Source: an optimization exercise on an open RTL-to-GDS flow (aim: small area and a short achievable clock period). Production flows keep margins and buffers that such runs may drop. Function was checked by simulation only, so behaviour that the tests miss may differ from the original. Power and IR drop assume default switching activity.

run F:
// frame_tx_top
module frame_tx_top (
	input  logic        clk,
	input  logic        rst_n,
	input  logic        start,
	input  logic [47:0]   mac_dst_addr,
	input  logic [47:0]   mac_src_addr,
	input  logic [7:0]  ip_dsf,
	input  logic [15:0]       ip_id,
	input  logic [2:0]  ip_flags,
	input  logic [12:0] ip_frag_offset,
	input  logic [7:0]  ip_ttl,
	input  logic [31:0]    ip_src_addr,
	input  logic [31:0]    ip_dst_addr,
	input  logic [15:0]       tcp_src_port,
	input  logic [15:0]       tcp_dst_port,
	input  logic [31:0]    tcp_seq_num,
	input  logic [31:0]    tcp_ack_num,
	input  logic [5:0]  tcp_flags,
	input  logic [15:0]       tcp_window,
	input  logic [15:0]       tcp_urgent_ptr,
	input  logic [15:0]        payload_len,
	input  logic [15:0]       payload_sum,
	output logic [31:0]       data_out,
	output logic [1:0]         be_out,
	output logic        data_out_rdy,
	input  logic        data_out_rd,
	output logic        sop,
	output logic        eop,
	input  logic [31:0]       data_in,
	output logic        data_in_rd,
	output logic        busy
);
Size: about 410 flip-flops, roughly 450 I/O pins.
Settings: LEC_CHECK=0, CAP_MARGIN=20, CORE_MARGIN=2, CORE_UTILIZATION=40, SLEW_MARGIN=20; clock period 10.0 ns.
standard.sh (not shown) runs the stock make flow with config.mk's settings and CLKGATE_MAP_FILE= SYNTH_SCRIPT=/design/flow/synth_recipe.tcl, a recipe that flattens the netlist after the stock synthesis.
==> flow/flow/run.sh <==
#!/bin/bash
# Standard layout (standard.sh), with the port buffers made from the smallest
# buffer cell and larger clock-tree leaf clusters.
set -euo pipefail
export BUFFER_PORTS_ARGS="-buffer_cell sky130_fd_sc_hd__buf_1"
export SETUP_SLACK_MARGIN=5.45
export CTS_ARGS="-sink_clustering_enable -repair_clock_nets -buf_list sky130_fd_sc_hd__clkbuf_16 -sink_clustering_size 25 -sink_clustering_max_diameter 100"
bash standard.sh > standard_flow.log 2>&1
Run F: PASS, flow complete, no timing, DRC or antenna violations
The inputs of run K differ from those of run F as listed below.
Settings: SETUP_SLACK_MARGIN: unset -> 5.
diff --git a/flow/flow/run.sh b/flow/flow/run.sh
--- a/flow/flow/run.sh
+++ b/flow/flow/run.sh
@@ -6,2 +6 @@
-export SETUP_SLACK_MARGIN=5.45
-export CTS_ARGS="-sink_clustering_enable -repair_clock_nets -buf_list sky130_fd_sc_hd__clkbuf_16 -sink_clustering_size 25 -sink_clustering_max_diameter 100"
+export CTS_ARGS="-sink_clustering_enable -repair_clock_nets -buf_list sky130_fd_sc_hd__clkbuf_8 -sink_clustering_size 14 -sink_clustering_max_diameter 60"
### Flow results
Cmp run K vs run F: post-CTS setup buffer count lower in run K. Wire length of the first global-routing pass ended up 3.8% lower on run K than on run F. Looking at capture point of the worst path, the data_out[17] result is from run F; the u_hdr.tcp_acc[15] one comes from run K. Compared with run F, TritonCTS buffer count in run K increased by more than half. Wire length in run K is about 6% below run F. In run K, the count of TritonRoute iterations in the first routing pass came out 1 above the value in run F. Taking run F as the reference, in run K sequential fraction of total cell area now larger; slack of the critical path decreased 0.098 ns. Going from run F to run K, total of plain and repair buffers excluding clock buffers shrinks by 72. Run K vs run F: critical path depth up in run K. Max final design area excluding fillers across run F and run K: run F.

Another version of the RTL of frame_tx_top (not shown whole).
For scale: about 1200 cells after synthesis, roughly 390 flip-flops, roughly 450 I/O pins.
Settings: LEC_CHECK=0, CAP_MARGIN=20, CORE_MARGIN=2, CORE_UTILIZATION=45, PLACE_DENSITY=0.65, SLEW_MARGIN=20, SYNTH_HIERARCHICAL=1; clock period 10.0 ns.
==> flow/flow/run.sh <==
#!/bin/bash
set -euo pipefail
export BUFFER_PORTS_ARGS="-buffer_cell sky130_fd_sc_hd__buf_1"
export SETUP_SLACK_MARGIN=5.45
export CTS_ARGS="-sink_clustering_enable -repair_clock_nets -buf_list sky130_fd_sc_hd__clkbuf_16 -sink_clustering_size 25 -sink_clustering_max_diameter 100"
bash standard.sh > standard_flow.log 2>&1
Then changed:
--- a/flow/flow/run.sh
+++ b/flow/flow/run.sh
@@ -4 +4 @@
-export SETUP_SLACK_MARGIN=5.45
+export SETUP_SLACK_MARGIN=5.5
Settings changed: CORE_UTILIZATION 45 to 50, PLACE_DENSITY 0.65 to 0.7.
The changed run completed without violations; non-clock buffer count rises by 5; core utilization rises by 6.3 points; worst hold slack degrades by 0.060 ns; cell area rises slightly; routed wire length falls by a few percent; setup slack improves by 0.11 ns; sequential power is about the same; critical path depth rises by 3; global-route usage rises by 1.8 points; clock skew stays flat; via count is about the same.
Then changed:
--- a/flow/flow/run.sh
+++ b/flow/flow/run.sh
@@ -4 +4 @@
-export SETUP_SLACK_MARGIN=5.5
+export SETUP_SLACK_MARGIN=5.6
Settings changed: CORE_UTILIZATION 50 to 40, PLACE_DENSITY 0.7 to default.
Result: The new run passed the timing, DRC and antenna checks. Worst setup slack gains 0.039 ns. Final cell count goes up by a few percent. Core utilization goes down by 11 points. Total power hardly moves. Synthesized area is unchanged. Clock power goes down slightly.
Then changed:
Settings changed: CORE_UTILIZATION 40 to 45, PLACE_DENSITY from default to 0.6.
=> The changed run passed the timing, DRC and antenna checks; global-route usage increases by 2.3 points; total power decreases slightly; synthesized area stays the same; first-iteration DRC count increases by a few percent.

frame_tx_top again, from the RTL that the note above started with.
clock: 10.0 ns
lec_check: 0
cap_margin: 10
core_margin: 2
core_utilization: 45
place_density: 0.65
slew_margin: 10
synth_hierarchical: 1
==> flow/flow/run.sh <==
#!/bin/bash
set -euo pipefail
export BUFFER_PORTS_ARGS="-buffer_cell sky130_fd_sc_hd__buf_1"
export SETUP_SLACK_MARGIN=5.6
export CTS_ARGS="-sink_clustering_enable -repair_clock_nets -buf_list sky130_fd_sc_hd__clkbuf_16 -sink_clustering_size 25 -sink_clustering_max_diameter 100"
bash standard.sh > standard_flow.log 2>&1
Edit:
==> flow/flow/run.sh (replaced) <==
#!/bin/bash
set -euo pipefail
export BUFFER_PORTS_ARGS="-buffer_cell sky130_fd_sc_hd__buf_1"
export SETUP_SLACK_MARGIN=5.7
export CTS_ARGS="-sink_clustering_enable -repair_clock_nets -buf_list sky130_fd_sc_hd__clkbuf_16 -sink_clustering_size 25 -sink_clustering_max_diameter 100"
bash standard.sh > standard_flow.log 2>&1
--- a/flow/config.mk
+++ b/flow/config.mk
@@ -7,3 +7,3 @@
 export LEC_CHECK = 0
-export CAP_MARGIN = 10
+export CAP_MARGIN = 20
 export CORE_MARGIN = 2
@@ -11,3 +11,3 @@
 export PLACE_DENSITY = 0.65
-export SLEW_MARGIN = 10
+export SLEW_MARGIN = 20
 export SYNTH_HIERARCHICAL = 1
The changed run went through all stages and came out clean.
Synthesized cell count stays the same.
Non-clock buffer count is higher by 6.
Power increases by 0.33%.
Critical path depth is unchanged.
Design area grows by 1.0%.
Clock skew stays flat.
Die area stays the same.
Routed wire length rises by 1.6%.
Edit:
==> flow/flow/run.sh (replaced) <==
#!/bin/bash
set -euo pipefail
export BUFFER_PORTS_ARGS="-buffer_cell sky130_fd_sc_hd__buf_1"
export SETUP_SLACK_MARGIN=5.5
export CTS_ARGS="-sink_clustering_enable -repair_clock_nets -buf_list sky130_fd_sc_hd__clkbuf_16 -sink_clustering_size 28 -sink_clustering_max_diameter 110"
bash standard.sh > standard_flow.log 2>&1
The new run produced a clean layout; power is about the same; critical path depth grows by 4; first-iteration DRC count came out lower by 4.2%; worst hold slack improves by 0.0064 ns; via count is lower by 1.1%; cell area fell by 1.8%; count of clock-buffer cells in the layout climbs by 1; flip-flop and latch count is unchanged.

Starting RTL as in the previous note.
clock: 10.0 ns
lec_check: 0
cap_margin: 20
core_margin: 2
core_utilization: 45
place_density: 0.65
slew_margin: 20
synth_hierarchical: 1
==> flow/flow/run.sh <==
#!/bin/bash
set -euo pipefail
export BUFFER_PORTS_ARGS="-buffer_cell sky130_fd_sc_hd__buf_1"
export SETUP_SLACK_MARGIN=5.6
export CTS_ARGS="-sink_clustering_enable -repair_clock_nets -buf_list sky130_fd_sc_hd__clkbuf_8 -root_buf sky130_fd_sc_hd__clkbuf_16 -sink_clustering_size 18 -sink_clustering_max_diameter 80"
bash standard.sh > standard_flow.log 2>&1
The starting point finished clean.
Next try:
==> flow/flow/run.sh (replaced) <==
#!/bin/bash
set -euo pipefail
export BUFFER_PORTS_ARGS="-buffer_cell sky130_fd_sc_hd__buf_1"
export SETUP_SLACK_MARGIN=5.5
export CTS_ARGS="-sink_clustering_enable -repair_clock_nets -buf_list sky130_fd_sc_hd__clkbuf_16 -sink_clustering_size 25 -sink_clustering_max_diameter 100"
bash standard.sh > standard_flow.log 2>&1
- ABC_AREA: default -> 1
- CORE_UTILIZATION: 45 -> 50
- PLACE_DENSITY: 0.65 -> 0.7
Synthesized area went up by 7.6%.
Global-route usage went up by 4.1 points.
Worst hold slack is better by 6.1 ps.
Total power went down by about 5%.
Setup slack is worse by 29 ps.
Next try:
- ABC_AREA: 1 -> default
- TNS_END_PERCENT: default -> 10
Result: The changed run finished with timing, DRC and antenna clean; synthesized cell count shrinks by 37%; final cell count decreases by 26%; die area shrinks by 6.9%; cell area drops by 6.0%; via count fell by 16%; synthesized area goes down by 7.1%; non-clock buffer count goes down by 6; setup slack gets worse by 130 ps; first-iteration DRC count came out higher by 31%; register-to-register slack is worse by 90 ps.
Next try:
- CORE_UTILIZATION: 50 -> 45
- PLACE_DENSITY: 0.7 -> 0.65
- TNS_END_PERCENT: 10 -> default
=> The changed run finished with timing, DRC and antenna clean. Fmax rises by a few percent. Cell area rises slightly. Sequential cell count stays the same. Synthesized cell count does not change. Cell count rises by a few percent. Critical path depth stays the same. Routed wire length rises by a few percent. Via count falls slightly. Global-route usage falls by 2.2 points.

frame_tx_top with an RTL version that a note above also has.
Size: about 1500 cells after synthesis, about 410 flip-flops, roughly 450 I/O pins.
export LEC_CHECK = 0
export CAP_MARGIN = 20
export CORE_MARGIN = 2
export CORE_UTILIZATION = 60
export SETUP_SLACK_MARGIN = 5
export SLEW_MARGIN = 20
create_clock -name core_clock -period 10.0 [get_ports {clk}]
==> flow/flow/run.sh <==
#!/bin/bash
# Standard layout (standard.sh), with the port buffers made from the smallest
# buffer cell and larger clock-tree leaf clusters.
set -euo pipefail
export BUFFER_PORTS_ARGS="-buffer_cell sky130_fd_sc_hd__buf_1"
export CTS_ARGS="-sink_clustering_enable -repair_clock_nets -buf_list sky130_fd_sc_hd__clkbuf_16 -sink_clustering_size 25 -sink_clustering_max_diameter 100"
bash standard.sh > standard_flow.log 2>&1
Edit:
CORE_UTILIZATION = 50   (was 60)
PLACE_DENSITY = 0.7   (was not set)
Wire length rises by a few percent.
Global-route usage falls by 4.3 points.
Sequential share of layout area falls by 0.28 points.
Cell area rises slightly.
Utilization falls by 11 points.
Die area rises by about a fifth.
Non-clock buffer count rises by 3.

-- what the ideal ports hide --
Ports are ideal in the flow. The routed layouts listed here were re-timed in OpenROAD.
Step 1 sets driving cells, clkbuf_16 on the clock port and buf_2 on the other inputs (assumed; they add their load-dependent delay and slew).
Step 2, shift: input delay + t, output delay - t, t = (earliest + latest rising clock arrival at the registers) / 2. This alone moves slack from input paths to output paths.
Three values: no drivers, after step 1, after step 2; two values: the first two.
| run | t (ns) | slack for setup (ns) | hold slack, ns | pins driven straight from the clock port |
|---|---|---|---|---|
| run F | 0.629 | 5.195 / 5.135 / 5.250 | 0.500 / 0.500 / 0.500 | 1 |
| run K | 0.683 | 5.096 / 5.087 / 4.893 | 0.495 / 0.495 / 0.495 | 1 |
| the first run of note 2 | 0.594 | 5.460 / 5.429 / 5.387 | 0.552 / 0.552 / 0.552 | 1 |
| the second run of note 2 | 0.587 | 5.570 / 5.517 / 5.366 | 0.491 / 0.491 / 0.491 | 1 |
| the third run of note 2 | 0.603 | 5.609 / 5.577 / 5.410 | 0.489 / 0.489 / 0.489 | 1 |
| the fourth run of note 2 | 0.595 | 5.605 / 5.553 / 5.348 | 0.593 / 0.593 / 0.593 | 1 |
| the first run of note 3 | 0.592 | 5.606 / 5.579 / 5.368 | 0.547 / 0.547 / 0.547 | 1 |
| the second run of note 3 | 0.595 | 5.637 / 5.603 / 5.603 | 0.548 / 0.548 / 0.548 | 1 |
| the third run of note 3 | 0.585 | 5.557 / 5.503 / 5.407 | 0.554 / 0.554 / 0.554 | 1 |
| the first run of note 4 | 0.595 | 5.608 / 5.582 / 5.351 | 0.553 / 0.553 / 0.553 | 1 |
| the second run of note 4 | 0.611 | 5.579 / 5.556 / 5.131 | 0.559 / 0.559 / 0.559 | 1 |
| the third run of note 4 | 0.597 | 5.452 / 5.431 / 5.140 | 0.520 / 0.520 / 0.520 | 1 |
| the fourth run of note 4 | 0.593 | 5.558 / 5.512 / 5.412 | 0.560 / 0.560 / 0.560 | 1 |
| the first run of note 5 | 0.609 | 5.107 / 5.107 / 5.107 | 0.498 / 0.498 / 0.498 | 1 |
| the second run of note 5 | 0.599 | 5.141 / 5.141 / 5.141 | 0.496 / 0.496 / 0.496 | 1 |
After both steps every run listed still meets setup and hold. For the second run of note 4, which loses most, drivers alone change the setup slack by -0.023 ns; drivers and shift together by -0.448 ns.
